What follows belongs to an exercise in optimizing a design on an open flow for small area, a short achievable clock period and few clock cycles per item; a production flow would make more cautious choices.
Function was not checked in any run shown here: the RTL went through the layout flow alone.

==> flow/design.v, too long to show whole: its modules and the start of the top module <==
// module bdte_epoch: 233 lines
// module bdte_ctrl: 20 lines
// module bdte_datapath: 241 lines
// module broken_down_time_to_epoch: 49 lines
module broken_down_time_to_epoch (
  input  logic               clk_i,
  input  logic               rst_ni,
  input  logic               start,
  output logic               busy,
  input  logic signed [10:0] second_in_i,
  input  logic signed [10:0] minute_in_i,
  input  logic signed [10:0] hour_in_i,
  input  logic signed [10:0] day_in_i,
  input  logic signed [7:0]  month_in_i,
  input  logic        [7:0]  year_in_i,
  output logic               done_o,
  output logic        [5:0]  second_out_o,
  output logic        [5:0]  minute_out_o,
  output logic        [4:0]  hour_out_o,
  output logic        [4:0]  day_out_o,
  output logic        [3:0]  month_out_o,
  output logic signed [9:0]  year_out_o,
  output logic        [8:0]  day_of_year_o,
  output logic signed [33:0] epoch_seconds_o
);
  // ...
==> flow/flow/run.sh <==
#!/bin/bash
# The standard layout, with the port buffers made from sky130_fd_sc_hd__buf_2
# cells instead of the default delay buffers. make's output goes to
# flow_make.log in the work folder; each ORFS step keeps its own log under
# orfs/logs.
set -euo pipefail
export BUFFER_PORTS_ARGS="-buffer_cell sky130_fd_sc_hd__buf_2"
bash standard.sh > flow_make.log 2>&1
==> flow/standard.sh <==
#!/bin/bash
# synth_recipe.tcl (not shown) runs the flow's synth.tcl, then flattens the netlist and writes it again
# the make line also repeats each setting of config.mk as NAME=value (left out here)
make -C /OpenROAD-flow-scripts/flow DESIGN_CONFIG=/design/flow/config.mk WORK_HOME=/design/flow/orfs CLKGATE_MAP_FILE= SYNTH_SCRIPT=/design/flow/synth_recipe.tcl "${@:-finish}"
==> flow/config.mk <==
export PLATFORM = sky130hd
export DESIGN_NAME = broken_down_time_to_epoch
export DESIGN_NICKNAME = broken_down_time_to_epoch
export VERILOG_FILES = /design/flow/design.v
export SDC_FILE = /design/flow/constraint.sdc
export NUM_CORES = 4
export LEC_CHECK = 0
export CAP_MARGIN = 20
export CORE_MARGIN = 2
export CORE_UTILIZATION = 40
export SLEW_MARGIN = 20
==> flow/constraint.sdc <==
create_clock -name core_clock -period 9.0 [get_ports {clk_i}]
set_input_delay 1.8000 -clock core_clock [delete_from_list [all_inputs] [get_ports {clk_i}]]
set_output_delay 1.8000 -clock core_clock [all_outputs]
set_load 0.01 [all_outputs]
==> flow_summary.ini, run 1 <==
[hold_path]
hold_path_end = u_ctrl.busy_q$_DFF_PN0_

[global_route]
grt.met2_usage = 0.327
first_global_vias = 11800
largest_net_degree_at_the_start_of_global_routing = 42
global_route_wire_length_before_repair_um = 58100
globalRouteOverflowTotal = 0

[worst_setup_path]
setup.reg_to_reg.worst_slack_ps = 7690
cp.arrival_ps = 8260

[synthesis]
ys_types = 90
avgSynthCellArea_um2 = 8.03
synth.area.top_cells = ha_1, fa_1, edfxtp_1
postSynthRegisterBits = 41
synthesized_nets = 2115

[final_layout]
top_register = u_datapath.du_q
multi_input_area_share = 0.747
final_cell_mix = inv_1, ha_1, a21oi_1
inverters_excl_clock = 273
design.final.nets = 2235

[timing]
setup_total_negative_slack_ps = 0
worst_slew_margin_rel = 0.333

[clock_tree]
cts_hold_buffers = 0
postCtsSetupRepairBufs = 0
clock_path_buffers = 2

[place]
port-buffer-count = 143

[status]
status = timing/DRC/antenna clean

[run]
cap_viol_max_count = 0
==> module bdte_datapath, before the edit <==
module bdte_datapath (
  input  logic               clk_i,
  input  logic               load_i,
  input  logic signed [10:0] second_in_i,
  input  logic signed [10:0] minute_in_i,
  input  logic signed [10:0] hour_in_i,
  input  logic signed [10:0] day_in_i,
  input  logic signed [7:0]  month_in_i,
  input  logic        [7:0]  year_in_i,
  output logic        [5:0]  second_out_o,
  output logic        [5:0]  minute_out_o,
  output logic        [4:0]  hour_out_o,
  output logic        [4:0]  day_out_o,
  output logic        [3:0]  month_out_o,
  output logic signed [9:0]  year_out_o,
  output logic        [8:0]  day_of_year_o,
  output logic signed [33:0] epoch_seconds_o
);
  logic signed [4:0] hs;
  logic signed [7:0] vs;
  logic signed [2:0] ks;
  logic        [5:0] sec_n;
  assign hs = second_in_i[10:6];
  assign vs = $signed({2'b00, second_in_i[5:0]}) + $signed({hs[4], hs, 2'b00});
  always_comb begin
    if      (vs >= 8'sd120) ks = 3'sd2;
    else if (vs >= 8'sd60)  ks = 3'sd1;
    else if (vs >= 8'sd0)   ks = 3'sd0;
    else if (vs >= -8'sd60) ks = -3'sd1;
    else                    ks = -3'sd2;
  end
  assign sec_n = 6'(vs[5:0] + {ks[2], ks[2], ks, 1'b0} + {ks[2], ks[2], ks, 1'b0});
  logic signed [4:0] hm;
  logic signed [8:0] bm;
  logic signed [2:0] km;
  logic signed [2:0] km_c [5];
  logic        [5:0] min_n;
  assign hm = minute_in_i[10:6];
  assign bm = $signed({3'b000, minute_in_i[5:0]}) + $signed({hm[4], hm[4], hm, 2'b00})
            + $signed({{4{hs[4]}}, hs});
  for (genvar i = 0; i < 5; i++) begin : g_km
    localparam int K = i - 2;
    always_comb begin
      if      (bm >= 9'sd120 - 9'(K)) km_c[i] = 3'sd2;
      else if (bm >= 9'sd60 - 9'(K))  km_c[i] = 3'sd1;
      else if (bm >= 9'sd0 - 9'(K))   km_c[i] = 3'sd0;
      else if (bm >= -9'sd60 - 9'(K)) km_c[i] = -3'sd1;
      else                            km_c[i] = -3'sd2;
    end
  end
  always_comb begin
    case (ks)
      -3'sd2:  km = km_c[0];
      -3'sd1:  km = km_c[1];
      3'sd0:   km = km_c[2];
      3'sd1:   km = km_c[3];
      default: km = km_c[4];
    endcase
  end
  assign min_n = 6'(bm[5:0] + {{3{ks[2]}}, ks} + {km[2], km, 2'b00});
  logic signed [6:0] qh;           
  logic        [1:0] mh;
  logic        [4:0] rh;
  assign {qh, mh} = bdte_pkg::bdte_divmod3_8(hour_in_i[10:3]);
  assign rh = {mh, hour_in_i[2:0]};
  logic signed [6:0] bu;
  logic signed [1:0] c3;
  logic signed [1:0] c3_c [5];
  logic        [4:0] hour_n;
  assign bu = $signed({2'b00, rh}) + $signed({{2{hm[4]}}, hm});
  for (genvar i = 0; i < 5; i++) begin : g_c3
    localparam int K = i - 2;
    always_comb begin
      if      (bu < 7'sd0 - 7'(K))   c3_c[i] = -2'sd1;
      else if (bu >= 7'sd24 - 7'(K)) c3_c[i] = 2'sd1;
      else                           c3_c[i] = 2'sd0;
    end
  end
  always_comb begin
    case (km)
      -3'sd2:  c3 = c3_c[0];
      -3'sd1:  c3 = c3_c[1];
      3'sd0:   c3 = c3_c[2];
      3'sd1:   c3 = c3_c[3];
      default: c3 = c3_c[4];
    endcase
  end
  assign hour_n = 5'(bu[4:0] + {{2{km[2]}}, km} + {c3, 3'b000});
  logic [4:0]  q3;
  logic [1:0]  r3, m2, p;
  logic        jfi;                
  logic [8:0]  ya;
  logic [6:0]  a;
  assign {q3, r3} = bdte_pkg::bdte_divmod3_6(month_in_i[7:2]);
  assign m2  = month_in_i[1:0];
  assign jfi = (r3 == 2'd0) && !m2[1];
  assign ya  = 9'({1'b0, year_in_i} + 9'($signed(q3)) + 9'd20 - {8'd0, jfi});
  assign a   = ya[8:2];
  assign p   = year_in_i[1:0] + q3[1:0];
  logic [11:0] dsum, du;
  assign dsum = 12'(13'(day_in_i) + 13'(qh) + 13'd1095 + {2'b00, bdte_pkg::bdte_kday(p, r3, m2)});
  always_comb begin
    case (c3)
      2'sd1:   du = dsum + 12'd1;
      -2'sd1:  du = dsum - 12'd1;
      default: du = dsum;
    endcase
  end
  logic [3:0] j0;
  always_comb begin
    if      (dsum >= 12'd3287) j0 = 4'd9;
    else if (dsum >= 12'd2922) j0 = 4'd8;
    else if (dsum >= 12'd2557) j0 = 4'd7;
    else if (dsum >= 12'd2191) j0 = 4'd6;
    else if (dsum >= 12'd1826) j0 = 4'd5;
    else if (dsum >= 12'd1461) j0 = 4'd4;
    else if (dsum >= 12'd1096) j0 = 4'd3;
    else if (dsum >= 12'd730)  j0 = 4'd2;
    else if (dsum >= 12'd365)  j0 = 4'd1;
    else                       j0 = 4'd0;
  end
  logic [5:0]         sec_q, min_q;
  logic [4:0]         hour_q;
  logic        [11:0] du_q;
  logic [6:0]         a_q;
  logic [3:0]         j0_q;
  always_ff @(posedge clk_i) begin
    if (load_i) begin
      sec_q  <= sec_n;
      min_q  <= min_n;
      hour_q <= hour_n;
      du_q   <= du;
      a_q    <= a;
      j0_q   <= j0;
    end
  end
  logic [8:0] ys0;                 
  always_comb begin
    case (j0_q)
      4'd1:    ys0 = 9'(12'd365);
      4'd2:    ys0 = 9'(12'd730);
      4'd3:    ys0 = 9'(12'd1096);
      4'd4:    ys0 = 9'(12'd1461);
      4'd5:    ys0 = 9'(12'd1826);
      4'd6:    ys0 = 9'(12'd2191);
      4'd7:    ys0 = 9'(12'd2557);
      4'd8:    ys0 = 9'(12'd2922);
      4'd9:    ys0 = 9'(12'd3287);
      default: ys0 = 9'd0;
    endcase
  end
  logic [8:0] t0;                  
  logic       long0, longm, leap0, under, over;
  assign t0    = du_q[8:0] - ys0;
  assign long0 = (j0_q == 4'd2) || (j0_q == 4'd6);
  assign longm = (j0_q == 4'd3) || (j0_q == 4'd7);
  assign leap0 = longm;            
  assign under = (t0 == 9'd511);
  assign over  = long0 ? (t0 == 9'd366) : (t0 == 9'd365);
  logic [11:0] ge_m, sel;
  assign ge_m[0]  = 1'b1;
  assign ge_m[1]  = (t0 >= 9'd31);
  assign ge_m[2]  = (t0 >= 9'd61);
  assign ge_m[3]  = (t0 >= 9'd92);
  assign ge_m[4]  = (t0 >= 9'd122);
  assign ge_m[5]  = (t0 >= 9'd153);
  assign ge_m[6]  = (t0 >= 9'd184);
  assign ge_m[7]  = (t0 >= 9'd214);
  assign ge_m[8]  = (t0 >= 9'd245);
  assign ge_m[9]  = (t0 >= 9'd275);
  assign ge_m[10] = (t0 >= 9'd306);
  assign ge_m[11] = (t0 >= 9'd337);
  assign sel = ge_m & ~{1'b0, ge_m[11:1]};
  logic [4:0] day_s;
  logic [3:0] mon_s;
  always_comb begin
    day_s = '0;
    unique case (1'b1)
      sel[0]: day_s = t0[4:0] + 5'd1;
      sel[1]: day_s = t0[4:0] + 5'd2;
      sel[2]: day_s = t0[4:0] + 5'd4;
      sel[3]: day_s = t0[4:0] + 5'd5;
      sel[4]: day_s = t0[4:0] + 5'd7;
      sel[5]: day_s = t0[4:0] + 5'd8;
      sel[6]: day_s = t0[4:0] + 5'd9;
      sel[7]: day_s = t0[4:0] + 5'd11;
      sel[8]: day_s = t0[4:0] + 5'd12;
      sel[9]: day_s = t0[4:0] + 5'd14;
      sel[10]: day_s = t0[4:0] + 5'd15;
      sel[11]: day_s = t0[4:0] + 5'd16;
      default: day_s = '0;
    endcase
  end
  always_comb begin
    mon_s = '0;
    for (int k = 0; k < 12; k++) begin
      if (sel[k]) mon_s = mon_s | 4'((k + 2) % 12);
    end
  end
  logic       jf;                  
  logic [8:0] yday_s;
  assign jf     = ge_m[10];
  assign yday_s = jf ? (t0 - 9'd306) : (t0 + 9'd59 + {8'd0, leap0});
  assign day_out_o     = under ? (longm ? 5'd29 : 5'd28) : over ? 5'd1 : day_s;
  assign month_out_o   = under ? 4'd1 : over ? 4'd2 : mon_s;
  assign day_of_year_o = under ? (longm ? 9'd59 : 9'd58) : over ? (9'd59 + {8'd0, long0}) : yday_s;
  logic [9:0] ybase, ybase_p;
  logic [1:0] yinc;
  logic [2:0] ylo;
  assign ybase   = {1'b0, a_q, 2'b00} + {6'd0, j0_q} - 10'd24;
  assign ybase_p = {ybase[9:2] + 8'd1, 2'b00};
  assign yinc    = under ? 2'd1 : over ? 2'd2 : {jf, ~jf};
  assign ylo     = {1'b0, ybase[1:0]} + {1'b0, yinc};
  assign year_out_o = $signed(ylo[2] ? {ybase_p[9:2], ylo[1:0]} : {ybase[9:2], ylo[1:0]});
  logic [9:0] ge_j;
  assign ge_j[0] = (du_q >= 12'd306);
  assign ge_j[3] = (du_q >= 12'd1402);
  assign ge_j[4] = (du_q >= 12'd1767);
  assign ge_j[7] = (du_q >= 12'd2863);
  assign ge_j[8] = (du_q >= 12'd3228);
  assign {ge_j[9], ge_j[6:5], ge_j[2:1]} = '0;
  logic y1, before69, corr;
  assign y1       = !ge_j[0] || (ge_j[3] && !ge_j[4]) || (ge_j[7] && !ge_j[8]);
  assign before69 = (a_q < 7'd21) || ((a_q == 7'd21) && !ge_j[7])
                 || ((a_q == 7'd22) && !ge_j[3]);
  assign corr     = before69 && !y1;
  logic [33:0] epoch;
  bdte_epoch u_epoch (
    .a_i     (a_q),
    .du_i    (du_q),
    .corr_i  (corr),
    .hour_i  (hour_q),
    .min_i   (min_q),
    .sec_i   (sec_q),
    .epoch_o (epoch)
  );
  assign epoch_seconds_o = $signed(epoch);
  assign second_out_o = sec_q;
  assign minute_out_o = min_q;
  assign hour_out_o   = hour_q;
endmodule
==> run 2, diff against run 1 <==
--- a/flow/design.v
+++ b/flow/design.v
@@ -425,2 +425,6 @@
   endfunction
+  function automatic logic [2:0] bdte_oh5_val(input logic [4:0] oh);
+    bdte_oh5_val = ({3{oh[0]}} & 3'b110) | ({3{oh[1]}} & 3'b111) | ({3{oh[3]}} & 3'b001)
+                 | ({3{oh[4]}} & 3'b010);
+  endfunction
   function automatic logic [8:0] bdte_divmod3_8(input logic [7:0] x);
@@ -962,2 +966,3 @@
   logic signed [7:0] vs;
+  logic        [4:0] ks_oh;
   logic signed [2:0] ks;
@@ -966,14 +971,12 @@
   assign vs = $signed({2'b00, second_in_i[5:0]}) + $signed({hs[4], hs, 2'b00});
-  always_comb begin
-    if      (vs >= 8'sd120) ks = 3'sd2;
-    else if (vs >= 8'sd60)  ks = 3'sd1;
-    else if (vs >= 8'sd0)   ks = 3'sd0;
-    else if (vs >= -8'sd60) ks = -3'sd1;
-    else                    ks = -3'sd2;
-  end
-  assign sec_n = 6'(vs[5:0] + {ks[2], ks[2], ks, 1'b0} + {ks[2], ks[2], ks, 1'b0});
+  bdte_thr5 #(.W(8), .T3(120), .T2(60), .T1(0), .T0(-60)) u_ks (.x_i(vs), .oh_o(ks_oh));
+  assign ks = bdte_pkg::bdte_oh5_val(ks_oh);
+  assign sec_n = {4'(vs[5:2] + {ks[2], ks}), vs[1:0]};
   logic signed [4:0] hm;
   logic signed [8:0] bm;
+  logic        [4:0] km_c [5];
+  logic        [4:0] km_oh;
   logic signed [2:0] km;
-  logic signed [2:0] km_c [5];
+  logic        [5:0] bk [5];
+  logic        [5:0] bks;
   logic        [5:0] min_n;
@@ -983,21 +986,16 @@
   for (genvar i = 0; i < 5; i++) begin : g_km
-    localparam int K = i - 2;
-    always_comb begin
-      if      (bm >= 9'sd120 - 9'(K)) km_c[i] = 3'sd2;
-      else if (bm >= 9'sd60 - 9'(K))  km_c[i] = 3'sd1;
-      else if (bm >= 9'sd0 - 9'(K))   km_c[i] = 3'sd0;
-      else if (bm >= -9'sd60 - 9'(K)) km_c[i] = -3'sd1;
-      else                            km_c[i] = -3'sd2;
-    end
+    bdte_thr5 #(.W(9), .T3(120 - (i - 2)), .T2(60 - (i - 2)), .T1(0 - (i - 2)), .T0(-60 - (i - 2)))
+      u_km (.x_i(bm), .oh_o(km_c[i]));
+    assign bk[i] = bm[5:0] + 6'(i - 2);
   end
   always_comb begin
-    case (ks)
-      -3'sd2:  km = km_c[0];
-      -3'sd1:  km = km_c[1];
-      3'sd0:   km = km_c[2];
-      3'sd1:   km = km_c[3];
-      default: km = km_c[4];
-    endcase
+    km_oh = '0;
+    bks   = '0;
+    for (int i = 0; i < 5; i++) begin
+      km_oh = km_oh | ({5{ks_oh[i]}} & km_c[i]);
+      bks   = bks | ({6{ks_oh[i]}} & bk[i]);
+    end
   end
-  assign min_n = 6'(bm[5:0] + {{3{ks[2]}}, ks} + {km[2], km, 2'b00});
+  assign km = bdte_pkg::bdte_oh5_val(km_oh);
+  assign min_n = {4'(bks[5:2] + {km[2], km}), bks[1:0]};
   logic signed [6:0] qh;           
@@ -1008,4 +1006,6 @@
   logic signed [6:0] bu;
-  logic signed [1:0] c3;
-  logic signed [1:0] c3_c [5];
+  logic        [2:0] c3_c [5];
+  logic        [2:0] c3_oh;        
+  logic        [4:0] uk [5];
+  logic        [4:0] u5;
   logic        [4:0] hour_n;
@@ -1014,18 +1014,17 @@
     localparam int K = i - 2;
-    always_comb begin
-      if      (bu < 7'sd0 - 7'(K))   c3_c[i] = -2'sd1;
-      else if (bu >= 7'sd24 - 7'(K)) c3_c[i] = 2'sd1;
-      else                           c3_c[i] = 2'sd0;
-    end
+    logic lo, hi;
+    assign lo = (bu < 7'sd0 - 7'(K));
+    assign hi = (bu >= 7'sd24 - 7'(K));
+    assign c3_c[i] = {hi, !lo && !hi, lo};
+    assign uk[i] = bu[4:0] + 5'(K);
   end
   always_comb begin
-    case (km)
-      -3'sd2:  c3 = c3_c[0];
-      -3'sd1:  c3 = c3_c[1];
-      3'sd0:   c3 = c3_c[2];
-      3'sd1:   c3 = c3_c[3];
-      default: c3 = c3_c[4];
-    endcase
+    c3_oh = '0;
+    u5    = '0;
+    for (int i = 0; i < 5; i++) begin
+      c3_oh = c3_oh | ({3{km_oh[i]}} & c3_c[i]);
+      u5    = u5 | ({5{km_oh[i]}} & uk[i]);
+    end
   end
-  assign hour_n = 5'(bu[4:0] + {{2{km[2]}}, km} + {c3, 3'b000});
+  assign hour_n = {2'(u5[4:3] + {c3_oh[0], c3_oh[0] | c3_oh[2]}), u5[2:0]};
   logic [4:0]  q3;
@@ -1041,11 +1040,10 @@
   assign p   = year_in_i[1:0] + q3[1:0];
-  logic [11:0] dsum, du;
-  assign dsum = 12'(13'(day_in_i) + 13'(qh) + 13'd1095 + {2'b00, bdte_pkg::bdte_kday(p, r3, m2)});
-  always_comb begin
-    case (c3)
-      2'sd1:   du = dsum + 12'd1;
-      -2'sd1:  du = dsum - 12'd1;
-      default: du = dsum;
-    endcase
-  end
+  logic [11:0] dq, dqm, kday, dsum, du_p, du_m, du;
+  assign dq   = 12'(13'(day_in_i) + 13'(qh) + 13'd1095);
+  assign dqm  = 12'(13'(day_in_i) + 13'(qh) + 13'd1094);
+  assign kday = {1'b0, bdte_pkg::bdte_kday(p, r3, m2)};
+  assign dsum = dq + kday;
+  assign du_p = dq + kday + 12'd1;
+  assign du_m = dqm + kday;
+  assign du   = ({12{c3_oh[2]}} & du_p) | ({12{c3_oh[1]}} & dsum) | ({12{c3_oh[0]}} & du_m);
   logic [3:0] j0;
@@ -1117,19 +1115,18 @@
   logic [3:0] mon_s;
+  logic [4:0] day_k [12];
+  assign day_k[0] = t0[4:0] + 5'd1;
+  assign day_k[1] = t0[4:0] + 5'd2;
+  assign day_k[2] = t0[4:0] + 5'd4;
+  assign day_k[3] = t0[4:0] + 5'd5;
+  assign day_k[4] = t0[4:0] + 5'd7;
+  assign day_k[5] = t0[4:0] + 5'd8;
+  assign day_k[6] = t0[4:0] + 5'd9;
+  assign day_k[7] = t0[4:0] + 5'd11;
+  assign day_k[8] = t0[4:0] + 5'd12;
+  assign day_k[9] = t0[4:0] + 5'd14;
+  assign day_k[10] = t0[4:0] + 5'd15;
+  assign day_k[11] = t0[4:0] + 5'd16;
   always_comb begin
     day_s = '0;
-    unique case (1'b1)
-      sel[0]: day_s = t0[4:0] + 5'd1;
-      sel[1]: day_s = t0[4:0] + 5'd2;
-      sel[2]: day_s = t0[4:0] + 5'd4;
-      sel[3]: day_s = t0[4:0] + 5'd5;
-      sel[4]: day_s = t0[4:0] + 5'd7;
-      sel[5]: day_s = t0[4:0] + 5'd8;
-      sel[6]: day_s = t0[4:0] + 5'd9;
-      sel[7]: day_s = t0[4:0] + 5'd11;
-      sel[8]: day_s = t0[4:0] + 5'd12;
-      sel[9]: day_s = t0[4:0] + 5'd14;
-      sel[10]: day_s = t0[4:0] + 5'd15;
-      sel[11]: day_s = t0[4:0] + 5'd16;
-      default: day_s = '0;
-    endcase
+    for (int k = 0; k < 12; k++) day_s = day_s | ({5{sel[k]}} & day_k[k]);
   end
@@ -1144,3 +1141,6 @@
   assign jf     = ge_m[10];
-  assign yday_s = jf ? (t0 - 9'd306) : (t0 + 9'd59 + {8'd0, leap0});
+  logic [8:0] yday_j, yday_m;
+  assign yday_j = t0 - 9'd306;
+  assign yday_m = t0 + 9'd59 + {8'd0, leap0};
+  assign yday_s = ({9{jf}} & yday_j) | ({9{~jf}} & yday_m);
   assign day_out_o     = under ? (longm ? 5'd29 : 5'd28) : over ? 5'd1 : day_s;
@@ -1183,2 +1183,19 @@
 endmodule
+module bdte_thr5 #(
+  parameter int W  = 8,
+  parameter int T3 = 0,
+  parameter int T2 = 0,
+  parameter int T1 = 0,
+  parameter int T0 = 0
+) (
+  input  logic signed [W-1:0] x_i,
+  output logic        [4:0]   oh_o
+);
+  logic g3, g2, g1, g0;
+  assign g3 = (x_i >= W'(T3));
+  assign g2 = (x_i >= W'(T2));
+  assign g1 = (x_i >= W'(T1));
+  assign g0 = (x_i >= W'(T0));
+  assign oh_o = {g3, g2 & !g3, g1 & !g2, g0 & !g1, !g0};
+endmodule
 module broken_down_time_to_epoch (
==> run 2 against run 1 <==
Still clean. First-iteration DRC count up 2.6%. Final cell count is 13% higher. Clock-buffer cell count rose by 1. Hold slack better by 59 ps. Maximum frequency is 2.9% higher. Global-route usage up 2.2 points. Routed wire length up 25%. Core utilization barely moved. Synthesized cell count up 14%. Critical path type is now reg2out. Largest cell class unchanged. Highest routed layer unchanged.
==> flow_summary.ini, run 2 <==
[clock_tree]
cts-root-buf = clkbuf_16
cts_made_buffers = 5
cts_max_level = 2
postCtsSetupRepairBufs = 0
cts_hold_buffers = 0
cts.reportedPaths.clkPinSlew_ps = 60
cts_tree = yes
clock_path_buffers = 2
clock_insertion_delay_worst_skew_ps = 300
cts_resized = 0
numClockSinks = 41

[synthesis]
yosysWarningCount = 11
post-synth-top-area-fraction = 0.178
synth.area.top_cells = ha_1, fa_1, edfxtp_1
number_of_flops_mapped_to_enable_cells_by_yosys = 40
postSynthRegisterBits = 41
synth_sequential_area_ratio = 0.0794
dominant_cell_type_by_area_after_synthesis = ha_1
synthesized_nets = 2367
dominantRegCellSynth = edfxtp_1
synth_top_cells_by_count = inv_1, ha_1, nor2_1
ys_types = 97
post_synth_inst_count = 1978
yosys.cell_count.top_type = inv_1
avgSynthCellArea_um2 = 7.81
ys_async_sr_fraction = 0.0244
post_synth_instance_area_mm2 = 0.0154

[worst_setup_path]
critPathCaptureType = primary output
cp.arrival_ps = 6230
worst-endpoint-required_ps = 7200
cp_max_fo = 8
critical-path-top-delay-family = compound AO/OA/AOI/OAI gates
critical-path-slowest-cell = edfxtp_1
ff2ff_path_depth = 2
cp_buf_inv_count = 4
worst_r2r_startpoint = u_ctrl.busy_q$_DFF_PN0_
cp.depth = 25
setup.reg_to_reg.worst_slack_ps = 7610
crit_path_start_kind = flip-flop
critical-path-top-cell-by-count = o21ai_0
timing.rr.end = u_datapath.du_q[10]$_DFFE_PP_
timing.critical_path.from = u_datapath.du_q[2]$_DFFE_PP_
cpPeakStageDelay_ps = 660
path_class = reg2out

[drt]
wl_per_cell_um = 16.9
highest_metal_layer_with_signal_wires = met4
routed_wirelength_um = 43900
initialDrtViolationCount = 892
drt_drc_violations_left = 0
firstDrtPassIters = 7
routed_via_density = 5.69
met3_wirelength_um = 2190
met2_wirelength_um = 20700
wirelength_met1_um = 20100
vias = 14800
ant_nets = 0

[hold_path]
min_path_cells = 1
hold_path_end = u_datapath.sec_q[0]$_DFFE_PP_
holdCritStartpoint = u_ctrl.busy_q$_DFF_PN0_
worstHoldPathType = reg2reg

[timing]
finalMaxSlewViolations = 0
period_share = 0.892
finClkSkew_ps = 6.69
setup_total_negative_slack_ps = 0
fin_crit_ps = 8030
finalHoldViolCount = 0
setup_ws_ps = 973
max_freq_ghz = 0.125
worst_slew_pin_slew_ps = 1030
worst_slew_margin_rel = 0.303
setup_viol_count_final = 0
unrepaired_setup_endpoints_after_global_routing = false

[final_layout]
number_of_standard_cells_in_the_layout_taps_in_and_fillers_out = 2596
design.final.nets = 2473
number_of_flip_flops_in_the_largest_register = 12
n_antenna_cell = 0
top_regs = u_datapath.du_q (12), u_datapath.a_q (7)
area_growth_syn_to_layout_pct = 9.00
design_area_mm2 = 0.0168
drive_above_1_share = 0.102
top_register = u_datapath.du_q
final_cell_mix = inv_1, ha_1, nor2_1
mostFrequentLayoutCell = inv_1

[floorplanning]
fp.dieArea_mm2 = 0.0402
floorplan.initialDensity = 0.408
die_y_um = 200
core.rowCount = 71
coreArea_mm2 = 0.0378
floorplan.io_pins = 144
dieWidth_um = 200

[place]
place_congestion = 0.926
post_place_worst_slack_ps = 818
detailed_placement_wirelength_estimate_um = 36300
dpl_cell_area_mm2 = 0.0167
port-buffer-count = 143
place_inst = 2588

[global_route]
largest_net_degree_at_the_start_of_global_routing = 41
grt_antenna_before_repair = 0
global_route_wire_length_before_repair_um = 71900
first_global_vias = 14400
globalRouteOverflowTotal = 0
gr-usage-all-layers = 0.213

[status]
status = timing/DRC/antenna clean

[run]
cap_viol_max_count = 0
-- run 2: cell types whose count changed after synthesis, sizes merged, moves of 18 or more --
cell	previous run	this run
nand2	113	147
nor2	122	151
ha	198	220
o21ai	95	115
a221o	0	18
xnor2	85	103
-- run 2: per-layer routing --
layer | global-route usage | up-vias
met1 | 0.286 | 7046
li1 | - | 7232
met3 | 0.0213 | 69
met4 | 0.0635 | 0
met2 | 0.362 | 422
met5 | 0 | -
-- run 2: kinds of logic after synthesis --
| logic type | after synthesis | share of synthesized area |
|---|---|---|
| DFF | 41 | 0.0794 |
| buffers and inverters | 341 | 0.0853 |
| xor gates and xnor gates | 134 | 0.0780 |
| and+or+nand+nor | 526 | 0.164 |
| AOI/OAI and AO/OA | 587 | 0.262 |
| muxes | 23 | 0.0159 |
| adders and majority gates | 326 | 0.316 |
-- run 2: per-stage QoR --
| step | hold WS, ps | util |
|---|---|---|
| after floorplan | 1100 | - |
| after CTS | 625 | 0.445 |
| after global placement | 592 | 0.441 |
| after detailed placement | 614 | 0.441 |
| after global routing | 638 | 0.445 |
| final | 624 | 0.445 |
-- run 2: area by class of cell --
type | count | area, µm²
Timing Repair Buffer | 167 | 896
Fill cell | 3926 | 21000
Inverter | 273 | 1020
Clock buffer | 6 | 129
Multi-Input combinational cell | 1596 | 12900
Clock inverter | 2 | 10.0
Sequential cell | 41 | 1230
Tap cell | 511 | 639
-- run 2: worst max-delay path by stage --
stage	slack (ps)	to
6_report	970	epoch_seconds_o[32]
5_1_grt	430	epoch_seconds_o[32]
4_1_cts	880	epoch_seconds_o[32]
3_5_place_dp	820	u_datapath.du_q[11]$_DFFE_PP_
3_3_place_gp	1030	u_datapath.du_q[11]$_DFFE_PP_
2_1_floorplan	1420	epoch_seconds_o[32]
==> run 3, diff against run 2 <==
--- a/flow/design.v
+++ b/flow/design.v
@@ -282,148 +282,72 @@
   endfunction
-  function automatic logic [10:0] bdte_kday(input logic [1:0] p, input logic [1:0] r,
-                                            input logic [1:0] m2);
-    logic [10:0] k;
-    case ({p, r, m2})
-      6'd0: k = 11'd1401;
-      6'd1: k = 11'd1432;
-      6'd2: k = 11'd0;
-      6'd3: k = 11'd31;
-      6'd4: k = 11'd61;
-      6'd5: k = 11'd92;
-      6'd6: k = 11'd122;
-      6'd7: k = 11'd153;
-      6'd8: k = 11'd184;
-      6'd9: k = 11'd214;
-      6'd10: k = 11'd245;
-      6'd11: k = 11'd275;
-      6'd12: k = 11'd0;
-      6'd13: k = 11'd0;
-      6'd14: k = 11'd0;
-      6'd15: k = 11'd0;
-      6'd16: k = 11'd306;
-      6'd17: k = 11'd337;
-      6'd18: k = 11'd365;
-      6'd19: k = 11'd396;
-      6'd20: k = 11'd426;
-      6'd21: k = 11'd457;
-      6'd22: k = 11'd487;
-      6'd23: k = 11'd518;
-      6'd24: k = 11'd549;
-      6'd25: k = 11'd579;
-      6'd26: k = 11'd610;
-      6'd27: k = 11'd640;
-      6'd28: k = 11'd0;
-      6'd29: k = 11'd0;
-      6'd30: k = 11'd0;
-      6'd31: k = 11'd0;
-      6'd32: k = 11'd671;
-      6'd33: k = 11'd702;
-      6'd34: k = 11'd730;
-      6'd35: k = 11'd761;
-      6'd36: k = 11'd791;
-      6'd37: k = 11'd822;
-      6'd38: k = 11'd852;
-      6'd39: k = 11'd883;
-      6'd40: k = 11'd914;
-      6'd41: k = 11'd944;
-      6'd42: k = 11'd975;
-      6'd43: k = 11'd1005;
-      6'd44: k = 11'd0;
-      6'd45: k = 11'd0;
-      6'd46: k = 11'd0;
-      6'd47: k = 11'd0;
-      6'd48: k = 11'd1036;
-      6'd49: k = 11'd1067;
-      6'd50: k = 11'd1095;
-      6'd51: k = 11'd1126;
-      6'd52: k = 11'd1156;
-      6'd53: k = 11'd1187;
-      6'd54: k = 11'd1217;
-      6'd55: k = 11'd1248;
-      6'd56: k = 11'd1279;
-      6'd57: k = 11'd1309;
-      6'd58: k = 11'd1340;
-      6'd59: k = 11'd1370;
-      6'd60: k = 11'd0;
-      6'd61: k = 11'd0;
-      6'd62: k = 11'd0;
-      6'd63: k = 11'd0;
-      default: k = '0;
-    endcase
-    bdte_kday = k;
-  endfunction
-  function automatic logic [6:0] bdte_divmod3_6(input logic [5:0] x);
-    logic [6:0] r;
-    case (x)
-      6'd0: r = {5'd0, 2'd0};
-      6'd1: r = {5'd0, 2'd1};
-      6'd2: r = {5'd0, 2'd2};
-      6'd3: r = {5'd1, 2'd0};
-      6'd4: r = {5'd1, 2'd1};
-      6'd5: r = {5'd1, 2'd2};
-      6'd6: r = {5'd2, 2'd0};
-      6'd7: r = {5'd2, 2'd1};
-      6'd8: r = {5'd2, 2'd2};
-      6'd9: r = {5'd3, 2'd0};
-      6'd10: r = {5'd3, 2'd1};
-      6'd11: r = {5'd3, 2'd2};
-      6'd12: r = {5'd4, 2'd0};
-      6'd13: r = {5'd4, 2'd1};
-      6'd14: r = {5'd4, 2'd2};
-      6'd15: r = {5'd5, 2'd0};
-      6'd16: r = {5'd5, 2'd1};
-      6'd17: r = {5'd5, 2'd2};
-      6'd18: r = {5'd6, 2'd0};
-      6'd19: r = {5'd6, 2'd1};
-      6'd20: r = {5'd6, 2'd2};
-      6'd21: r = {5'd7, 2'd0};
-      6'd22: r = {5'd7, 2'd1};
-      6'd23: r = {5'd7, 2'd2};
-      6'd24: r = {5'd8, 2'd0};
-      6'd25: r = {5'd8, 2'd1};
-      6'd26: r = {5'd8, 2'd2};
-      6'd27: r = {5'd9, 2'd0};
-      6'd28: r = {5'd9, 2'd1};
-      6'd29: r = {5'd9, 2'd2};
-      6'd30: r = {5'd10, 2'd0};
-      6'd31: r = {5'd10, 2'd1};
-      6'd32: r = {5'd21, 2'd1};
-      6'd33: r = {5'd21, 2'd2};
-      6'd34: r = {5'd22, 2'd0};
-      6'd35: r = {5'd22, 2'd1};
-      6'd36: r = {5'd22, 2'd2};
-      6'd37: r = {5'd23, 2'd0};
-      6'd38: r = {5'd23, 2'd1};
-      6'd39: r = {5'd23, 2'd2};
-      6'd40: r = {5'd24, 2'd0};
-      6'd41: r = {5'd24, 2'd1};
-      6'd42: r = {5'd24, 2'd2};
-      6'd43: r = {5'd25, 2'd0};
-      6'd44: r = {5'd25, 2'd1};
-      6'd45: r = {5'd25, 2'd2};
-      6'd46: r = {5'd26, 2'd0};
-      6'd47: r = {5'd26, 2'd1};
-      6'd48: r = {5'd26, 2'd2};
-      6'd49: r = {5'd27, 2'd0};
-      6'd50: r = {5'd27, 2'd1};
-      6'd51: r = {5'd27, 2'd2};
-      6'd52: r = {5'd28, 2'd0};
-      6'd53: r = {5'd28, 2'd1};
-      6'd54: r = {5'd28, 2'd2};
-      6'd55: r = {5'd29, 2'd0};
-      6'd56: r = {5'd29, 2'd1};
-      6'd57: r = {5'd29, 2'd2};
-      6'd58: r = {5'd30, 2'd0};
-      6'd59: r = {5'd30, 2'd1};
-      6'd60: r = {5'd30, 2'd2};
-      6'd61: r = {5'd31, 2'd0};
-      6'd62: r = {5'd31, 2'd1};
-      6'd63: r = {5'd31, 2'd2};
+  function automatic logic [10:0] bdte_kday(input logic [1:0] yb, input logic [3:0] mo);
+    logic [10:0] r;
+    case ({yb, mo})
+      6'd0: r = 11'd306;
+      6'd1: r = 11'd337;
+      6'd2: r = 11'd0;
+      6'd3: r = 11'd31;
+      6'd4: r = 11'd61;
+      6'd5: r = 11'd92;
+      6'd6: r = 11'd122;
+      6'd7: r = 11'd153;
+      6'd8: r = 11'd184;
+      6'd9: r = 11'd214;
+      6'd10: r = 11'd245;
+      6'd11: r = 11'd275;
+      6'd12: r = 11'd0;
+      6'd13: r = 11'd0;
+      6'd14: r = 11'd0;
+      6'd15: r = 11'd0;
+      6'd16: r = 11'd671;
+      6'd17: r = 11'd702;
+      6'd18: r = 11'd365;
+      6'd19: r = 11'd396;
+      6'd20: r = 11'd426;
+      6'd21: r = 11'd457;
+      6'd22: r = 11'd487;
+      6'd23: r = 11'd518;
+      6'd24: r = 11'd549;
+      6'd25: r = 11'd579;
+      6'd26: r = 11'd610;
+      6'd27: r = 11'd640;
+      6'd28: r = 11'd0;
+      6'd29: r = 11'd0;
+      6'd30: r = 11'd0;
+      6'd31: r = 11'd0;
+      6'd32: r = 11'd1036;
+      6'd33: r = 11'd1067;
+      6'd34: r = 11'd730;
+      6'd35: r = 11'd761;
+      6'd36: r = 11'd791;
+      6'd37: r = 11'd822;
+      6'd38: r = 11'd852;
+      6'd39: r = 11'd883;
+      6'd40: r = 11'd914;
+      6'd41: r = 11'd944;
+      6'd42: r = 11'd975;
+      6'd43: r = 11'd1005;
+      6'd44: r = 11'd0;
+      6'd45: r = 11'd0;
+      6'd46: r = 11'd0;
+      6'd47: r = 11'd0;
+      6'd48: r = 11'd1401;
+      6'd49: r = 11'd1432;
+      6'd50: r = 11'd1095;
+      6'd51: r = 11'd1126;
+      6'd52: r = 11'd1156;
+      6'd53: r = 11'd1187;
+      6'd54: r = 11'd1217;
+      6'd55: r = 11'd1248;
+      6'd56: r = 11'd1279;
+      6'd57: r = 11'd1309;
+      6'd58: r = 11'd1340;
+      6'd59: r = 11'd1370;
+      6'd60: r = 11'd0;
+      6'd61: r = 11'd0;
+      6'd62: r = 11'd0;
+      6'd63: r = 11'd0;
       default: r = '0;
     endcase
-    bdte_divmod3_6 = r;
-  endfunction
-  function automatic logic [2:0] bdte_oh5_val(input logic [4:0] oh);
-    bdte_oh5_val = ({3{oh[0]}} & 3'b110) | ({3{oh[1]}} & 3'b111) | ({3{oh[3]}} & 3'b001)
-                 | ({3{oh[4]}} & 3'b010);
+    bdte_kday = r;
   endfunction
@@ -966,3 +890,2 @@
   logic signed [7:0] vs;
-  logic        [4:0] ks_oh;
   logic signed [2:0] ks;
@@ -971,12 +894,14 @@
   assign vs = $signed({2'b00, second_in_i[5:0]}) + $signed({hs[4], hs, 2'b00});
-  bdte_thr5 #(.W(8), .T3(120), .T2(60), .T1(0), .T0(-60)) u_ks (.x_i(vs), .oh_o(ks_oh));
-  assign ks = bdte_pkg::bdte_oh5_val(ks_oh);
-  assign sec_n = {4'(vs[5:2] + {ks[2], ks}), vs[1:0]};
+  always_comb begin
+    if      (vs >= 8'sd120) ks = 3'sd2;
+    else if (vs >= 8'sd60)  ks = 3'sd1;
+    else if (vs >= 8'sd0)   ks = 3'sd0;
+    else if (vs >= -8'sd60) ks = -3'sd1;
+    else                    ks = -3'sd2;
+  end
+  assign sec_n = 6'(vs[5:0] + {ks[2], ks[2], ks, 1'b0} + {ks[2], ks[2], ks, 1'b0});
   logic signed [4:0] hm;
   logic signed [8:0] bm;
-  logic        [4:0] km_c [5];
-  logic        [4:0] km_oh;
   logic signed [2:0] km;
-  logic        [5:0] bk [5];
-  logic        [5:0] bks;
+  logic signed [2:0] km_c [5];
   logic        [5:0] min_n;
@@ -986,16 +911,21 @@
   for (genvar i = 0; i < 5; i++) begin : g_km
-    bdte_thr5 #(.W(9), .T3(120 - (i - 2)), .T2(60 - (i - 2)), .T1(0 - (i - 2)), .T0(-60 - (i - 2)))
-      u_km (.x_i(bm), .oh_o(km_c[i]));
-    assign bk[i] = bm[5:0] + 6'(i - 2);
+    localparam int K = i - 2;
+    always_comb begin
+      if      (bm >= 9'sd120 - 9'(K)) km_c[i] = 3'sd2;
+      else if (bm >= 9'sd60 - 9'(K))  km_c[i] = 3'sd1;
+      else if (bm >= 9'sd0 - 9'(K))   km_c[i] = 3'sd0;
+      else if (bm >= -9'sd60 - 9'(K)) km_c[i] = -3'sd1;
+      else                            km_c[i] = -3'sd2;
+    end
   end
   always_comb begin
-    km_oh = '0;
-    bks   = '0;
-    for (int i = 0; i < 5; i++) begin
-      km_oh = km_oh | ({5{ks_oh[i]}} & km_c[i]);
-      bks   = bks | ({6{ks_oh[i]}} & bk[i]);
-    end
+    case (ks)
+      -3'sd2:  km = km_c[0];
+      -3'sd1:  km = km_c[1];
+      3'sd0:   km = km_c[2];
+      3'sd1:   km = km_c[3];
+      default: km = km_c[4];
+    endcase
   end
-  assign km = bdte_pkg::bdte_oh5_val(km_oh);
-  assign min_n = {4'(bks[5:2] + {km[2], km}), bks[1:0]};
+  assign min_n = 6'(bm[5:0] + {{3{ks[2]}}, ks} + {km[2], km, 2'b00});
   logic signed [6:0] qh;           
@@ -1006,6 +936,4 @@
   logic signed [6:0] bu;
-  logic        [2:0] c3_c [5];
-  logic        [2:0] c3_oh;        
-  logic        [4:0] uk [5];
-  logic        [4:0] u5;
+  logic signed [1:0] c3;
+  logic signed [1:0] c3_c [5];
   logic        [4:0] hour_n;
@@ -1014,49 +942,35 @@
     localparam int K = i - 2;
-    logic lo, hi;
-    assign lo = (bu < 7'sd0 - 7'(K));
-    assign hi = (bu >= 7'sd24 - 7'(K));
-    assign c3_c[i] = {hi, !lo && !hi, lo};
-    assign uk[i] = bu[4:0] + 5'(K);
+    always_comb begin
+      if      (bu < 7'sd0 - 7'(K))   c3_c[i] = -2'sd1;
+      else if (bu >= 7'sd24 - 7'(K)) c3_c[i] = 2'sd1;
+      else                           c3_c[i] = 2'sd0;
+    end
   end
   always_comb begin
-    c3_oh = '0;
-    u5    = '0;
-    for (int i = 0; i < 5; i++) begin
-      c3_oh = c3_oh | ({3{km_oh[i]}} & c3_c[i]);
-      u5    = u5 | ({5{km_oh[i]}} & uk[i]);
-    end
+    case (km)
+      -3'sd2:  c3 = c3_c[0];
+      -3'sd1:  c3 = c3_c[1];
+      3'sd0:   c3 = c3_c[2];
+      3'sd1:   c3 = c3_c[3];
+      default: c3 = c3_c[4];
+    endcase
   end
-  assign hour_n = {2'(u5[4:3] + {c3_oh[0], c3_oh[0] | c3_oh[2]}), u5[2:0]};
-  logic [4:0]  q3;
-  logic [1:0]  r3, m2, p;
-  logic        jfi;                
+  assign hour_n = 5'(bu[4:0] + {{2{km[2]}}, km} + {c3, 3'b000});
+  logic [4:0]  t;
+  logic [3:0]  mo;
   logic [8:0]  ya;
   logic [6:0]  a;
-  assign {q3, r3} = bdte_pkg::bdte_divmod3_6(month_in_i[7:2]);
-  assign m2  = month_in_i[1:0];
-  assign jfi = (r3 == 2'd0) && !m2[1];
-  assign ya  = 9'({1'b0, year_in_i} + 9'($signed(q3)) + 9'd20 - {8'd0, jfi});
-  assign a   = ya[8:2];
-  assign p   = year_in_i[1:0] + q3[1:0];
-  logic [11:0] dq, dqm, kday, dsum, du_p, du_m, du;
+  logic [1:0]  yb;
+  assign {t, mo} = bdte_pkg::bdte_month_split(month_in_i);
+  assign ya = {1'b0, year_in_i} + {4'd0, t};
+  assign a  = ya[8:2];
+  assign yb = year_in_i[1:0] + t[1:0];
+  logic [11:0] dq, dqm, kday, du_p, du_m;
   assign dq   = 12'(13'(day_in_i) + 13'(qh) + 13'd1095);
   assign dqm  = 12'(13'(day_in_i) + 13'(qh) + 13'd1094);
-  assign kday = {1'b0, bdte_pkg::bdte_kday(p, r3, m2)};
-  assign dsum = dq + kday;
-  assign du_p = dq + kday + 12'd1;
+  assign kday = {1'b0, bdte_pkg::bdte_kday(yb, mo)};
+  assign du_p = dq + kday + {11'd0, (c3 == 2'sd1)};
   assign du_m = dqm + kday;
-  assign du   = ({12{c3_oh[2]}} & du_p) | ({12{c3_oh[1]}} & dsum) | ({12{c3_oh[0]}} & du_m);
-  logic [3:0] j0;
-  always_comb begin
-    if      (dsum >= 12'd3287) j0 = 4'd9;
-    else if (dsum >= 12'd2922) j0 = 4'd8;
-    else if (dsum >= 12'd2557) j0 = 4'd7;
-    else if (dsum >= 12'd2191) j0 = 4'd6;
-    else if (dsum >= 12'd1826) j0 = 4'd5;
-    else if (dsum >= 12'd1461) j0 = 4'd4;
-    else if (dsum >= 12'd1096) j0 = 4'd3;
-    else if (dsum >= 12'd730)  j0 = 4'd2;
-    else if (dsum >= 12'd365)  j0 = 4'd1;
-    else                       j0 = 4'd0;
-  end
+  logic [11:0] du;
+  assign du = (c3 == -2'sd1) ? du_m : du_p;
   logic [5:0]         sec_q, min_q;
@@ -1065,3 +979,2 @@
   logic [6:0]         a_q;
-  logic [3:0]         j0_q;
   always_ff @(posedge clk_i) begin
@@ -1073,92 +986,71 @@
       a_q    <= a;
-      j0_q   <= j0;
     end
   end
-  logic [8:0] ys0;                 
+  logic [8:0] ge_y;
+  assign ge_y[0] = (du_q >= 12'd365);
+  assign ge_y[1] = (du_q >= 12'd730);
+  assign ge_y[2] = (du_q >= 12'd1096);
+  assign ge_y[3] = (du_q >= 12'd1461);
+  assign ge_y[4] = (du_q >= 12'd1826);
+  assign ge_y[5] = (du_q >= 12'd2191);
+  assign ge_y[6] = (du_q >= 12'd2557);
+  assign ge_y[7] = (du_q >= 12'd2922);
+  assign ge_y[8] = (du_q >= 12'd3287);
+  logic [3:0] j;
+  logic [8:0] ystart;              
   always_comb begin
-    case (j0_q)
-      4'd1:    ys0 = 9'(12'd365);
-      4'd2:    ys0 = 9'(12'd730);
-      4'd3:    ys0 = 9'(12'd1096);
-      4'd4:    ys0 = 9'(12'd1461);
-      4'd5:    ys0 = 9'(12'd1826);
-      4'd6:    ys0 = 9'(12'd2191);
-      4'd7:    ys0 = 9'(12'd2557);
-      4'd8:    ys0 = 9'(12'd2922);
-      4'd9:    ys0 = 9'(12'd3287);
-      default: ys0 = 9'd0;
-    endcase
+    if      (ge_y[8]) begin j = 4'd9; ystart = 9'(12'd3287); end
+    else if (ge_y[7]) begin j = 4'd8; ystart = 9'(12'd2922); end
+    else if (ge_y[6]) begin j = 4'd7; ystart = 9'(12'd2557); end
+    else if (ge_y[5]) begin j = 4'd6; ystart = 9'(12'd2191); end
+    else if (ge_y[4]) begin j = 4'd5; ystart = 9'(12'd1826); end
+    else if (ge_y[3]) begin j = 4'd4; ystart = 9'(12'd1461); end
+    else if (ge_y[2]) begin j = 4'd3; ystart = 9'(12'd1096); end
+    else if (ge_y[1]) begin j = 4'd2; ystart = 9'(12'd730);  end
+    else if (ge_y[0]) begin j = 4'd1; ystart = 9'(12'd365);  end
+    else              begin j = 4'd0; ystart = 9'd0;         end
   end
-  logic [8:0] t0;                  
-  logic       long0, longm, leap0, under, over;
-  assign t0    = du_q[8:0] - ys0;
-  assign long0 = (j0_q == 4'd2) || (j0_q == 4'd6);
-  assign longm = (j0_q == 4'd3) || (j0_q == 4'd7);
-  assign leap0 = longm;            
-  assign under = (t0 == 9'd511);
-  assign over  = long0 ? (t0 == 9'd366) : (t0 == 9'd365);
-  logic [11:0] ge_m, sel;
-  assign ge_m[0]  = 1'b1;
-  assign ge_m[1]  = (t0 >= 9'd31);
-  assign ge_m[2]  = (t0 >= 9'd61);
-  assign ge_m[3]  = (t0 >= 9'd92);
-  assign ge_m[4]  = (t0 >= 9'd122);
-  assign ge_m[5]  = (t0 >= 9'd153);
-  assign ge_m[6]  = (t0 >= 9'd184);
-  assign ge_m[7]  = (t0 >= 9'd214);
-  assign ge_m[8]  = (t0 >= 9'd245);
-  assign ge_m[9]  = (t0 >= 9'd275);
-  assign ge_m[10] = (t0 >= 9'd306);
-  assign ge_m[11] = (t0 >= 9'd337);
-  assign sel = ge_m & ~{1'b0, ge_m[11:1]};
-  logic [4:0] day_s;
-  logic [3:0] mon_s;
-  logic [4:0] day_k [12];
-  assign day_k[0] = t0[4:0] + 5'd1;
-  assign day_k[1] = t0[4:0] + 5'd2;
-  assign day_k[2] = t0[4:0] + 5'd4;
-  assign day_k[3] = t0[4:0] + 5'd5;
-  assign day_k[4] = t0[4:0] + 5'd7;
-  assign day_k[5] = t0[4:0] + 5'd8;
-  assign day_k[6] = t0[4:0] + 5'd9;
-  assign day_k[7] = t0[4:0] + 5'd11;
-  assign day_k[8] = t0[4:0] + 5'd12;
-  assign day_k[9] = t0[4:0] + 5'd14;
-  assign day_k[10] = t0[4:0] + 5'd15;
-  assign day_k[11] = t0[4:0] + 5'd16;
+  logic [8:0] doy;                 
+  assign doy = du_q[8:0] - ystart;
+  logic [3:0] mp;
+  logic [4:0] dk;                  
   always_comb begin
-    day_s = '0;
-    for (int k = 0; k < 12; k++) day_s = day_s | ({5{sel[k]}} & day_k[k]);
+    if      (doy >= 9'd337) begin mp = 4'd11; dk = 5'd16; end
+    else if (doy >= 9'd306) begin mp = 4'd10; dk = 5'd15; end
+    else if (doy >= 9'd275) begin mp = 4'd9; dk = 5'd14; end
+    else if (doy >= 9'd245) begin mp = 4'd8; dk = 5'd12; end
+    else if (doy >= 9'd214) begin mp = 4'd7; dk = 5'd11; end
+    else if (doy >= 9'd184) begin mp = 4'd6; dk = 5'd9; end
+    else if (doy >= 9'd153) begin mp = 4'd5; dk = 5'd8; end
+    else if (doy >= 9'd122) begin mp = 4'd4; dk = 5'd7; end
+    else if (doy >= 9'd92)  begin mp = 4'd3; dk = 5'd5; end
+    else if (doy >= 9'd61)  begin mp = 4'd2; dk = 5'd4; end
+    else if (doy >= 9'd31)  begin mp = 4'd1; dk = 5'd2; end
+    else                    begin mp = 4'd0;  dk = 5'd1;  end
   end
-  always_comb begin
-    mon_s = '0;
-    for (int k = 0; k < 12; k++) begin
-      if (sel[k]) mon_s = mon_s | 4'((k + 2) % 12);
-    end
-  end
-  logic       jf;                  
-  logic [8:0] yday_s;
-  assign jf     = ge_m[10];
-  logic [8:0] yday_j, yday_m;
-  assign yday_j = t0 - 9'd306;
-  assign yday_m = t0 + 9'd59 + {8'd0, leap0};
-  assign yday_s = ({9{jf}} & yday_j) | ({9{~jf}} & yday_m);
-  assign day_out_o     = under ? (longm ? 5'd29 : 5'd28) : over ? 5'd1 : day_s;
-  assign month_out_o   = under ? 4'd1 : over ? 4'd2 : mon_s;
-  assign day_of_year_o = under ? (longm ? 9'd59 : 9'd58) : over ? (9'd59 + {8'd0, long0}) : yday_s;
-  logic [9:0] ybase, ybase_p;
-  logic [1:0] yinc;
-  logic [2:0] ylo;
-  assign ybase   = {1'b0, a_q, 2'b00} + {6'd0, j0_q} - 10'd24;
-  assign ybase_p = {ybase[9:2] + 8'd1, 2'b00};
-  assign yinc    = under ? 2'd1 : over ? 2'd2 : {jf, ~jf};
-  assign ylo     = {1'b0, ybase[1:0]} + {1'b0, yinc};
-  assign year_out_o = $signed(ylo[2] ? {ybase_p[9:2], ylo[1:0]} : {ybase[9:2], ylo[1:0]});
+  logic jf;                        
+  assign jf = (mp >= 4'd10);
+  assign day_out_o     = doy[4:0] + dk;
+  assign month_out_o   = jf ? (mp - 4'd10) : (mp + 4'd2);
+  assign day_of_year_o = jf ? (doy - 9'd306)
+                            : (doy + 9'd59 + {8'd0, ((j == 4'd3) || (j == 4'd7))});
   logic [9:0] ge_j;
   assign ge_j[0] = (du_q >= 12'd306);
+  assign ge_j[1] = (du_q >= 12'd671);
+  assign ge_j[2] = (du_q >= 12'd1036);
   assign ge_j[3] = (du_q >= 12'd1402);
   assign ge_j[4] = (du_q >= 12'd1767);
+  assign ge_j[5] = (du_q >= 12'd2132);
+  assign ge_j[6] = (du_q >= 12'd2497);
   assign ge_j[7] = (du_q >= 12'd2863);
   assign ge_j[8] = (du_q >= 12'd3228);
-  assign {ge_j[9], ge_j[6:5], ge_j[2:1]} = '0;
+  assign ge_j[9] = (du_q >= 12'd3593);
+  logic [3:0] g;
+  always_comb begin
+    g = 4'd0;
+    for (int i = 0; i < 10; i++) g = g + {3'd0, ge_j[i]};
+  end
+  logic [9:0] gofs;                
+  assign gofs = {6'd0, g} - 10'd23;
+  assign year_out_o = $signed({1'b0, a_q, 2'b00} + gofs);
   logic y1, before69, corr;
@@ -1183,19 +1075,2 @@
 endmodule
-module bdte_thr5 #(
-  parameter int W  = 8,
-  parameter int T3 = 0,
-  parameter int T2 = 0,
-  parameter int T1 = 0,
-  parameter int T0 = 0
-) (
-  input  logic signed [W-1:0] x_i,
-  output logic        [4:0]   oh_o
-);
-  logic g3, g2, g1, g0;
-  assign g3 = (x_i >= W'(T3));
-  assign g2 = (x_i >= W'(T2));
-  assign g1 = (x_i >= W'(T1));
-  assign g0 = (x_i >= W'(T0));
-  assign oh_o = {g3, g2 & !g3, g1 & !g2, g0 & !g1, !g0};
-endmodule
 module broken_down_time_to_epoch (
==> run 3 against run 2 <==
Still clean. Via count decreased by 16%. Register-to-register slack better by 60 ps. Critical path depth down 3. Sequential share of layout area increased by 0.17 points. First-iteration DRC count is 20% lower. Critical path type unchanged.
==> flow_summary.ini, run 3 <==
[status]
status = timing/DRC/antenna clean

[drt]
ant_nets = 0
routed_via_density = 5.50
initialDrtViolationCount = 713
routed_wirelength_um = 36500
drt_drc_violations_left = 0
wl_per_cell_um = 16.3
firstDrtPassIters = 6
vias = 12300

[worst_setup_path]
path_class = reg2out
worstPathCellList = inv_1 > ha_1 > inv_1 > a41o_1 > a22oi_1 > nand2_1 > ha_1 > fa_1 > fa_1 > fa_1 > fa_1 > inv_1 > fa_1 > inv_1 > ha_1 > xnor2_1 > ha_1 > fa_1 > a211oi_1 > nand3_1 > xnor2_1 > buf_2
critPathCaptureType = primary output
timing.rr.end = u_datapath.du_q[11]$_DFFE_PP_
critical-path-slowest-cell = fa_1
cp.arrival_ps = 6610
cp_max_fo = 10
worst_r2r_startpoint = u_ctrl.busy_q$_DFF_PN0_
critical-path-top-delay-family = adder cells
critical-path-top-cell-by-count = fa_1
setup.reg_to_reg.worst_slack_ps = 7670
ff2ff_path_depth = 2
cp_buf_inv_count = 5
cpPeakStageDelay_ps = 520
worst-endpoint-required_ps = 7200
crit_path_start_kind = flip-flop

[clock_tree]
numClockSinks = 37
cts_tree = yes
clock_path_buffers = 2
cts.reportedPaths.clkPinSlew_ps = 70
cts-root-buf = clkbuf_16
clock_insertion_delay_worst_skew_ps = 300
cts_made_buffers = 5
cts_max_level = 2

[final_layout]
top_register = u_datapath.du_q
drive_above_1_share = 0.123
area_growth_syn_to_layout_pct = 11.1
number_of_flip_flops_in_the_largest_register = 12
final_cell_mix = inv_1, ha_1, buf_2
mostFrequentLayoutCell = inv_1
design.final.nets = 2158
n_antenna_cell = 0
top_regs = u_datapath.du_q (12), u_datapath.a_q (7)

[run]
cap_viol_max_count = 0

[timing]
finalMaxSlewViolations = 0
finalHoldViolCount = 0
unrepaired_setup_endpoints_after_global_routing = false
fin_crit_ps = 8410
worst_slew_margin_rel = 0.431
period_share = 0.934
max_freq_ghz = 0.119
setup_total_negative_slack_ps = 0
setup_ws_ps = 595
worst_slew_pin_slew_ps = 854
setup_viol_count_final = 0
finClkSkew_ps = 13.2

[synthesis]
synthesized_nets = 2031
post_synth_instance_area_mm2 = 0.0134
number_of_flops_mapped_to_enable_cells_by_yosys = 36
dominant_cell_type_by_area_after_synthesis = ha_1
synth_sequential_area_ratio = 0.0828
ys_types = 91
ys_async_sr_fraction = 0.0270
avgSynthCellArea_um2 = 7.99
yosys.cell_count.top_type = inv_1
synth_top_cells_by_count = inv_1, ha_1, a21oi_1
post_synth_inst_count = 1671
dominantRegCellSynth = edfxtp_1
postSynthRegisterBits = 37
synth.area.top_cells = ha_1, fa_1, edfxtp_1
post-synth-top-area-fraction = 0.171
yosysWarningCount = 4

[hold_path]
worstHoldPathType = reg2reg
min_path_cells = 1
hold_path_end = u_ctrl.busy_q$_DFF_PN0_
holdCritStartpoint = u_ctrl.busy_q$_DFF_PN0_

[global_route]
largest_net_degree_at_the_start_of_global_routing = 38
first_global_vias = 12100
gr-usage-all-layers = 0.209
global_route_wire_length_before_repair_um = 61000
grt_antenna_before_repair = 0
globalRouteOverflowTotal = 0

[floorplanning]
floorplan.initialDensity = 0.409
dieWidth_um = 187
fp.dieArea_mm2 = 0.0349
die_y_um = 187
coreArea_mm2 = 0.0327
core.rowCount = 66
floorplan.io_pins = 144

[place]
detailed_placement_wirelength_estimate_um = 30200
post_place_worst_slack_ps = 577
port-buffer-count = 143
place_congestion = 0.932
run 3: cells by family (layout without fill, tap and decap cells):
family,after synthesis,count (layout),synth area share
flip-flops,37,37,0.0828
XOR/XNOR,115,115,0.0764
AO/OA/AOI/OAI,482,482,0.248
buffers and inverters,299,427,0.0862
adder cells (fa/ha/maj),297,297,0.342
multiplexers,16,16,0.0124
AND/OR/NAND/NOR,425,425,0.152
run 3: through the flow:
| stage | cell area [µm²] | hold slack, ps | std cells | utilization |
|---|---|---|---|---|
| final | 14800 | 561 | 2241 | 0.454 |
| after global routing | 14800 | 601 | 2241 | 0.454 |
| after CTS | 14800 | 723 | 2237 | 0.452 |
| after detailed placement | 14600 | 714 | 2229 | 0.447 |
| after global placement | 14600 | 714 | 2229 | 0.447 |
| after floorplan | 13400 | 1050 | 1671 | - |
run 3: worst max path at each step:
stage / slack, ps / cells past startpoint / start / end
3_5_place_dp: 580 / 30 / u_datapath.du_q[0]$_DFFE_PP_ / day_out_o[4]
3_3_place_gp: 730 / 30 / u_datapath.du_q[0]$_DFFE_PP_ / day_out_o[4]
2_1_floorplan: 1140 / 25 / u_datapath.du_q[1]$_DFFE_PP_ / day_out_o[4]
6_report: 590 / 22 / u_datapath.du_q[7]$_DFFE_PP_ / year_out_o[8]
4_1_cts: 210 / 30 / u_datapath.du_q[0]$_DFFE_PP_ / day_out_o[4]
5_1_grt: 40 / 28 / u_datapath.du_q[0]$_DFFE_PP_ / day_out_o[3]
run 3: metal layers:
| metal | GRT usage | share of wire |
|---|---|---|
| met1 | 0.293 | 0.47 |
| met2 | 0.352 | 0.47 |
| met3 | 0.0130 | 0.036 |
| met4 | 0.0479 | 0.016 |
| met5 | 0 | 0 |
run 3: area by class of cell:
cell class | count | area, µm²
Fill cell | 3318 | 17900
Multi-Input combinational cell | 1335 | 11100
Sequential cell | 37 | 1110
Timing Repair Buffer | 177 | 983
Inverter | 242 | 908
Tap cell | 442 | 553
Clock buffer | 5 | 125
Clock inverter | 3 | 46.3
run 3: what timing repair did:
item                       4_1_cts  5_1_grt
hold endpoints to repair         0        0
hold buffers                     0        0
setup endpoints to repair        0        2
setup buffers                    0        3
resized for setup                0        5

-- what the ideal ports hide --
How much do the figures lean on ideal ports? The routed layouts below were timed once more, with nothing changed but the port constraints.
Step 1 sets driving cells, clkbuf_16 on the clock port and buf_2 on the other inputs (assumed; they add their load-dependent delay and slew).
Step 2 moves the port delays by t, midway between the first and last clock arrival at a register: inputs arrive t later, outputs are due t later. That takes back most of the time a late clock gives input paths.
Slacks: ideal / step 1 / step 2; pairs: ideal / step 1.
run	t, ns	setup slack, ns	worst setup path after step 2	latest minus earliest clock arrival (ns)
run 1	0.310	0.743 / 0.752 / 0.442	input to register	0.005 / 0.005
run 2	0.339	0.973 / 0.928 / 0.744	input to register	0.007 / 0.006
run 3	0.332	0.595 / 0.551 / 0.728	input to register	0.014 / 0.014
After both steps setup and hold are still met in every run listed. The setup slack of run 1, which loses most, moves by +0.009 ns with the drivers and by -0.301 ns with both steps.
